Source: an optimization exercise on an open RTL-to-GDS flow (aim: small area and a short achievable clock period). Production flows keep margins and buffers that such runs may drop. At most, simulation tests tie the RTL to the original design; equivalence was not proved.

// gemv_stream_engine
module gemv_stream_engine (
  input  logic        clk,
  input  logic        rst_n,
  input  logic        start_i,
  input  logic        accum_i,
  input  logic [47:0] w_i,
  input  logic        a_valid_i,
  output logic        a_ready_o,
  input  logic [47:0] a_row_i,
  output logic        o_valid_o,
  input  logic        o_ready_i,
  output logic [15:0] o_data_o,
  output logic [1:0]  o_idx_o,
  output logic        busy_o,
  output logic        done_o,
  output logic        ovf_o
);
Size: about 3400 cells after synthesis, ~390 flip-flops, roughly 130 I/O pins, ~0.034 mm2 of cells after synthesis.
clock: 9.0 ns
lec_check: 0
abc_area: 1
cap_margin: 20
core_margin: 2
core_utilization: 40
cts_buf_list: sky130_fd_sc_hd__clkbuf_8
cts_cluster_size: 30
setup_slack_margin: 4.75
slew_margin: 20
tns_end_percent: 5
buffer_ports_args: -buffer_cell sky130_fd_sc_hd__buf_4
standard.sh (not shown) runs the stock make flow with config.mk's settings and CLKGATE_MAP_FILE= SYNTH_SCRIPT=/design/flow/synth_recipe.tcl, a recipe that flattens the netlist after the stock synthesis.
==> flow/flow/run.sh <==
#!/bin/bash
# Standard layout, with the port buffers inserted by buffer_ports made of buf_4
# instead of the tool's default pick (a delay buffer), so the ports' buffers are fast.
set -e
echo "export BUFFER_PORTS_ARGS = -buffer_cell sky130_fd_sc_hd__buf_4" >> config.mk
bash standard.sh > standard.log 2>&1
Change:
CTS_BUF_LIST = sky130_fd_sc_hd__clkbuf_4 sky130_fd_sc_hd__clkbuf_8   (was sky130_fd_sc_hd__clkbuf_8)
CTS_CLUSTER_SIZE = default   (was 30)
After rerunning: The changed run finished clean. Die area stays the same. Fmax barely changes. Setup slack got worse by 0.0067 ns. Routed wire length stays flat. Hold slack hardly moves. Final area barely changes. Sequential cell count is unchanged. Core utilization hardly moves. Critical path depth stays the same.
Change:
CORE_UTILIZATION = 60   (was 40)
CTS_BUF_LIST = default   (was sky130_fd_sc_hd__clkbuf_4 sky130_fd_sc_hd__clkbuf_8)
Outcome: The changed run completed without violations. Maximum frequency falls by 3.8%. Critical path depth rises by 2. Register-to-register slack degrades by 0.16 ns. Worst setup slack degrades by 0.16 ns. Routed wire length rises by 2.1%. Global-route usage rises by 13 points. First-iteration DRC count rises by 37%. Final cell count falls by 9.8%. Worst hold slack degrades by 0.0043 ns. Count of clock-buffer cells in the layout falls by 42.
Change:
CORE_UTILIZATION = 50   (was 60)
SETUP_SLACK_MARGIN = 5.0   (was 4.75)
What happened: Final cell count climbs by a little under a tenth. Non-clock buffer count climbs by 183. Critical path depth stays the same. Maximum frequency rises by a few percent. Wire length is higher by a few percent. Synthesized cell count stays the same. Cell area rose by a few percent. Area after synthesis does not change. Die area climbs by about a fifth.

---

Another version of the RTL of gemv_stream_engine (not shown whole).
For scale: ~360 flip-flops, about 130 I/O pins, ~34000 um2 of cells after synthesis.
Settings: LEC_CHECK=0, CAP_MARGIN=20, CORE_MARGIN=2, CORE_UTILIZATION=40, SETUP_SLACK_MARGIN=4.4, SLEW_MARGIN=20, TNS_END_PERCENT=5; clock period 9.0 ns.
run.sh (not shown) runs the stock make flow with config.mk's settings and CLKGATE_MAP_FILE= SYNTH_SCRIPT=/design/flow/synth_recipe.tcl, a recipe that flattens the netlist after the stock synthesis.
Stock flow here: none of the scripts above is used.
Change:
==> flow/flow/run.sh (new file) <==
#!/bin/bash
# Standard layout, with the port buffers inserted by buffer_ports made of buf_4
# instead of the tool's default pick (a delay buffer), so the ports' buffers are fast.
set -e
echo "export BUFFER_PORTS_ARGS = -buffer_cell sky130_fd_sc_hd__buf_4" >> config.mk
bash standard.sh > standard.log 2>&1
==> flow/standard.sh (new file) <==
#!/bin/bash
# synth_recipe.tcl (not shown) runs the flow's synth.tcl, then flattens the netlist and writes it again
# the make line also repeats each setting of config.mk as NAME=value (left out here)
make -C /OpenROAD-flow-scripts/flow DESIGN_CONFIG=/design/flow/config.mk WORK_HOME=/design/flow/orfs CLKGATE_MAP_FILE= SYNTH_SCRIPT=/design/flow/synth_recipe.tcl "${@:-finish}"
Settings changed: BUFFER_PORTS_ARGS set to -buffer_cell sky130_fd_sc_hd__buf_4, SETUP_SLACK_MARGIN 4.4 to 4.7.
removed: flow/run.sh
Effect: The new run went through all stages and came out clean; die area stays the same; fmax increases by 8.6%; area after synthesis does not change; worst setup slack gets better by 0.37 ns; hold slack gets better by 0.012 ns; sequential share of layout area decreases by 1.0 points; wire length increases by 3.0%; first-iteration DRC count increases by 16%.
Function was not checked in any run of this note: the RTL went through the layout flow alone.

---

Another version of the RTL of gemv_stream_engine (not shown whole).
Size: about 3000 cells after synthesis, about 130 I/O pins.
clock: 9.0 ns
lec_check: 0
abc_area: 1
cap_margin: 20
core_margin: 2
core_utilization: 45
cts_buf_list: sky130_fd_sc_hd__clkbuf_8
cts_cluster_size: 30
setup_slack_margin: 4.75
slew_margin: 20
tns_end_percent: 20
buffer_ports_args: -buffer_cell sky130_fd_sc_hd__buf_1
standard.sh (not shown) runs the stock make flow with config.mk's settings and CLKGATE_MAP_FILE= SYNTH_SCRIPT=/design/flow/synth_recipe.tcl, a recipe that flattens the netlist after the stock synthesis.
==> flow/flow/run.sh <==
#!/bin/bash
# Standard layout with two changes:
#  - the port buffers that buffer_ports inserts are buf_1 instead of the tool's default
#    pick (a delay buffer), so the ports' buffers are fast;
#  - after the standard synthesis, flow/polarity.py chooses for each full adder whether it
#    works on true or complemented signals (a full adder is self-dual), which removes most
#    of the inverters that the adder extraction leaves between full adders. Registers and
#    all other cells are unchanged.
set -e
echo "export BUFFER_PORTS_ARGS = -buffer_cell sky130_fd_sc_hd__buf_1" >> config.mk
bash standard.sh synth > synth.log 2>&1
R=orfs/results/sky130hd/gemv_stream_engine/base
python3 flow/polarity.py $R/1_2_yosys.v $R/1_2_yosys_pol.v > polarity.log 2>&1
cp $R/1_2_yosys.v $R/1_2_yosys_std.v
cp $R/1_2_yosys_pol.v $R/1_2_yosys.v
rm -f $R/1_synth.odb $R/1_synth.sdc
bash standard.sh > standard.log 2>&1
Other scripts of this flow, unchanged in this note and not shown: flow/flow/polarity.py
==> next run, changes <==
- GPL_TIMING_DRIVEN: default -> 0
The new run completed with no timing, DRC or antenna violations.
First-iteration DRC count is lower by 2.1%.
Sequential cell count stays the same.
Setup slack degrades by 0.087 ns.
Critical path depth is higher by 2.
Cell count is higher by 3.3%.
Via count is higher by 0.97%.
Non-clock buffer count is higher by 136.
Global-route usage is higher by 1.8 points.
==> next run, changes <==
--- a/flow/flow/run.sh
+++ b/flow/flow/run.sh
@@ -3 +3 @@
-#  - the port buffers that buffer_ports inserts are buf_1 instead of the tool's default
+#  - the port buffers that buffer_ports inserts are buf_4 instead of the tool's default
@@ -10 +10 @@
-echo "export BUFFER_PORTS_ARGS = -buffer_cell sky130_fd_sc_hd__buf_1" >> config.mk
+echo "export BUFFER_PORTS_ARGS = -buffer_cell sky130_fd_sc_hd__buf_4" >> config.mk
- BUFFER_PORTS_ARGS: -buffer_cell sky130_fd_sc_hd__buf_1 -> -buffer_cell sky130_fd_sc_hd__buf_4
- CORE_UTILIZATION: 45 -> 40
- CTS_CLUSTER_SIZE: 30 -> 40
- GPL_TIMING_DRIVEN: 0 -> default
Setup slack improves by 0.092 ns. Fmax rises by 2.2%.
==> next run, changes <==
--- a/flow/flow/run.sh
+++ b/flow/flow/run.sh
@@ -3 +3 @@
-#  - the port buffers that buffer_ports inserts are buf_4 instead of the tool's default
+#  - the port buffers that buffer_ports inserts are buf_1 instead of the tool's default
@@ -10 +10 @@
-echo "export BUFFER_PORTS_ARGS = -buffer_cell sky130_fd_sc_hd__buf_4" >> config.mk
+echo "export BUFFER_PORTS_ARGS = -buffer_cell sky130_fd_sc_hd__buf_1" >> config.mk
- BUFFER_PORTS_ARGS: -buffer_cell sky130_fd_sc_hd__buf_4 -> -buffer_cell sky130_fd_sc_hd__buf_1
- CORE_UTILIZATION: 40 -> 50
- CTS_CLUSTER_SIZE: 40 -> 30
=>
- final area is lower by about 2.6%
- clock-buffer cell count came out higher by 3
- via count is higher by about 0.9%
- utilization rises by 9.9 points
- synthesized cell count stays the same
- worst setup slack gets worse by 0.039 ns
- first-iteration DRC count came out higher by about 12%
- area after synthesis is unchanged
- die area came out lower by about 20%
- routed wire length climbs by 1.9%
==> next run, changes <==
- CORE_UTILIZATION: 50 -> 40
- SETUP_SLACK_MARGIN: 4.75 -> 4.85
After rerunning: Die area grows by about 25%. Synthesized cell count is unchanged. Non-clock buffer count rose by 43. Hold slack got worse by 0.0052 ns. Routed wire length went down by about 0.9%. Final area goes up by 2.2%. Setup slack is better by 0.077 ns.
==> next run, changes <==
--- a/flow/flow/run.sh
+++ b/flow/flow/run.sh
@@ -3 +3 @@
-#  - the port buffers that buffer_ports inserts are buf_1 instead of the tool's default
+#  - the port buffers that buffer_ports inserts are buf_4 instead of the tool's default
@@ -10 +10 @@
-echo "export BUFFER_PORTS_ARGS = -buffer_cell sky130_fd_sc_hd__buf_1" >> config.mk
+echo "export BUFFER_PORTS_ARGS = -buffer_cell sky130_fd_sc_hd__buf_4" >> config.mk
- BUFFER_PORTS_ARGS: -buffer_cell sky130_fd_sc_hd__buf_1 -> -buffer_cell sky130_fd_sc_hd__buf_4
- SETUP_SLACK_MARGIN: 4.85 -> 4.75
Outcome: Sequential share of layout area came out lower by 0.14 points. Wire length came out lower by 0.95%. Die area stays the same. Design area came out higher by 0.45%. Synthesized cell count stays the same. Fmax came out lower by 0.91%.

---

gemv_stream_engine, a different RTL version from the one above (not shown whole).
Size in the first run: roughly 3000 cells after synthesis, about 130 I/O pins, ~32000 sq um of cells after synthesis.
Settings: LEC_CHECK=0, ABC_AREA=1, CAP_MARGIN=20, CORE_MARGIN=2, CORE_UTILIZATION=40, CTS_BUF_LIST=sky130_fd_sc_hd__clkbuf_8, CTS_CLUSTER_SIZE=30, SETUP_SLACK_MARGIN=4.75, SLEW_MARGIN=20, TNS_END_PERCENT=5, BUFFER_PORTS_ARGS=-buffer_cell sky130_fd_sc_hd__buf_4; clock period 9.0 ns.
==> flow/flow/run.sh <==
#!/bin/bash
# Standard layout with two changes:
#  - the port buffers that buffer_ports inserts are buf_4 instead of the tool's default
#    pick (a delay buffer), so the ports' buffers are fast;
#  - after the standard synthesis, flow/polarity.py chooses for each full adder whether it
#    works on true or complemented signals (a full adder is self-dual), which removes most
#    of the inverters that the adder extraction leaves between full adders. Registers and
#    all other cells are unchanged.
set -e
echo "export BUFFER_PORTS_ARGS = -buffer_cell sky130_fd_sc_hd__buf_4" >> config.mk
bash standard.sh synth > synth.log 2>&1
R=orfs/results/sky130hd/gemv_stream_engine/base
python3 flow/polarity.py $R/1_2_yosys.v $R/1_2_yosys_pol.v > polarity.log 2>&1
cp $R/1_2_yosys.v $R/1_2_yosys_std.v
cp $R/1_2_yosys_pol.v $R/1_2_yosys.v
rm -f $R/1_synth.odb $R/1_synth.sdc
bash standard.sh > standard.log 2>&1
Other scripts of this flow, unchanged in this note and not shown: flow/flow/polarity.py
The baseline finished with timing, DRC and antenna clean.
Next try:
--- a/flow/config.mk
+++ b/flow/config.mk
@@ -12,5 +12,5 @@
 export CTS_BUF_LIST = sky130_fd_sc_hd__clkbuf_8
 export CTS_CLUSTER_SIZE = 30
-export SETUP_SLACK_MARGIN = 4.75
+export SETUP_SLACK_MARGIN = 5.0
 export SLEW_MARGIN = 20
 export TNS_END_PERCENT = 5
=> Non-clock buffer count is higher by 114. Final area is higher by 4.1%. Setup slack improves by 0.17 ns. Final cell count is higher by 2.9%.
Next try:
--- a/flow/config.mk
+++ b/flow/config.mk
@@ -12,5 +12,6 @@
 export CTS_BUF_LIST = sky130_fd_sc_hd__clkbuf_8
 export CTS_CLUSTER_SIZE = 30
-export SETUP_SLACK_MARGIN = 5.0
+export PLACE_DENSITY = 0.8
+export SETUP_SLACK_MARGIN = 4.75
 export SLEW_MARGIN = 20
 export TNS_END_PERCENT = 5
What happened: Cell count went down by 2.4%. Sequential cell count is unchanged. Fmax goes down by 3.9%. Core utilization came out lower by 1.5 points. Routed wire length decreases by 4.6%. Final area fell by 3.1%.
Next try:
--- a/flow/config.mk
+++ b/flow/config.mk
@@ -12,6 +12,5 @@
 export CTS_BUF_LIST = sky130_fd_sc_hd__clkbuf_8
 export CTS_CLUSTER_SIZE = 30
-export PLACE_DENSITY = 0.8
-export SETUP_SLACK_MARGIN = 4.75
+export SETUP_SLACK_MARGIN = 4.55
 export SLEW_MARGIN = 20
 export TNS_END_PERCENT = 5
The changed run completed without violations.
Count of clock-buffer cells in the layout decreases by 2.
Final area decreases slightly.
Setup slack got worse by 0.17 ns.
Register-to-register slack got worse by 0.17 ns.
First-iteration DRC count decreases by about a fifth.
Sequential share of layout area increases by 0.50 points.
Cell count decreases slightly.
Clock skew increases by 0.0058 ns.
Worst hold slack got worse by 0.0084 ns.
Global-route usage increases by 0.69 points.

## re-timing with driven ports
The results above use ideal ports. As a check the final layouts listed here were re-extracted and re-timed, cells and wires unchanged. Step 1: set_driving_cell puts a clkbuf_16 on clk and a buf_2 on each other input, an assumption about the parent block. Step 2 times the ports against the registers' clock, not the clock port: input delays grow and output delays shrink by t, the midpoint of the rising clock arrivals with the driver on. Three values: ideal ports, drivers, drivers and shift; two values: the first two.
run	t, ns	setup WS [ns]	worst register clock-pin slew, ns
the first run of note 1	0.752	4.845 / 4.845 / 4.793	0.07 / 0.07
the second run of note 1	0.751	4.838 / 4.838 / 4.796	0.07 / 0.07
the third run of note 1	0.663	4.674 / 4.674 / 4.674	0.07 / 0.07
the fourth run of note 1	0.663	4.943 / 4.943 / 4.674	0.06 / 0.06
the first run of note 2	0.676	4.304 / 4.304 / 4.304	0.06 / 0.06
the second run of note 2	0.683	4.676 / 4.655 / 4.655	0.07 / 0.07
the first run of note 3	0.724	4.875 / 4.875 / 4.661	0.07 / 0.07
the second run of note 3	0.743	4.789 / 4.789 / 4.789	0.06 / 0.06
the third run of note 3	0.733	4.881 / 4.881 / 4.812	0.06 / 0.06
the fourth run of note 3	0.727	4.842 / 4.842 / 4.681	0.06 / 0.06
the fifth run of note 3	0.728	4.918 / 4.918 / 4.846	0.06 / 0.06
the sixth run of note 3	0.733	4.881 / 4.881 / 4.812	0.06 / 0.06
the first run of note 4	0.722	4.830 / 4.830 / 4.684	0.06 / 0.06
the second run of note 4	0.720	4.999 / 4.995 / 4.680	0.06 / 0.06
the third run of note 4	0.714	4.834 / 4.834 / 4.272	0.07 / 0.07
the fourth run of note 4	0.716	4.661 / 4.661 / 4.622	0.07 / 0.07
After both steps setup and hold are still met in every run listed. For the third run of note 4, which loses most, drivers alone change the setup slack by 0.000 ns; drivers and shift together by -0.562 ns.
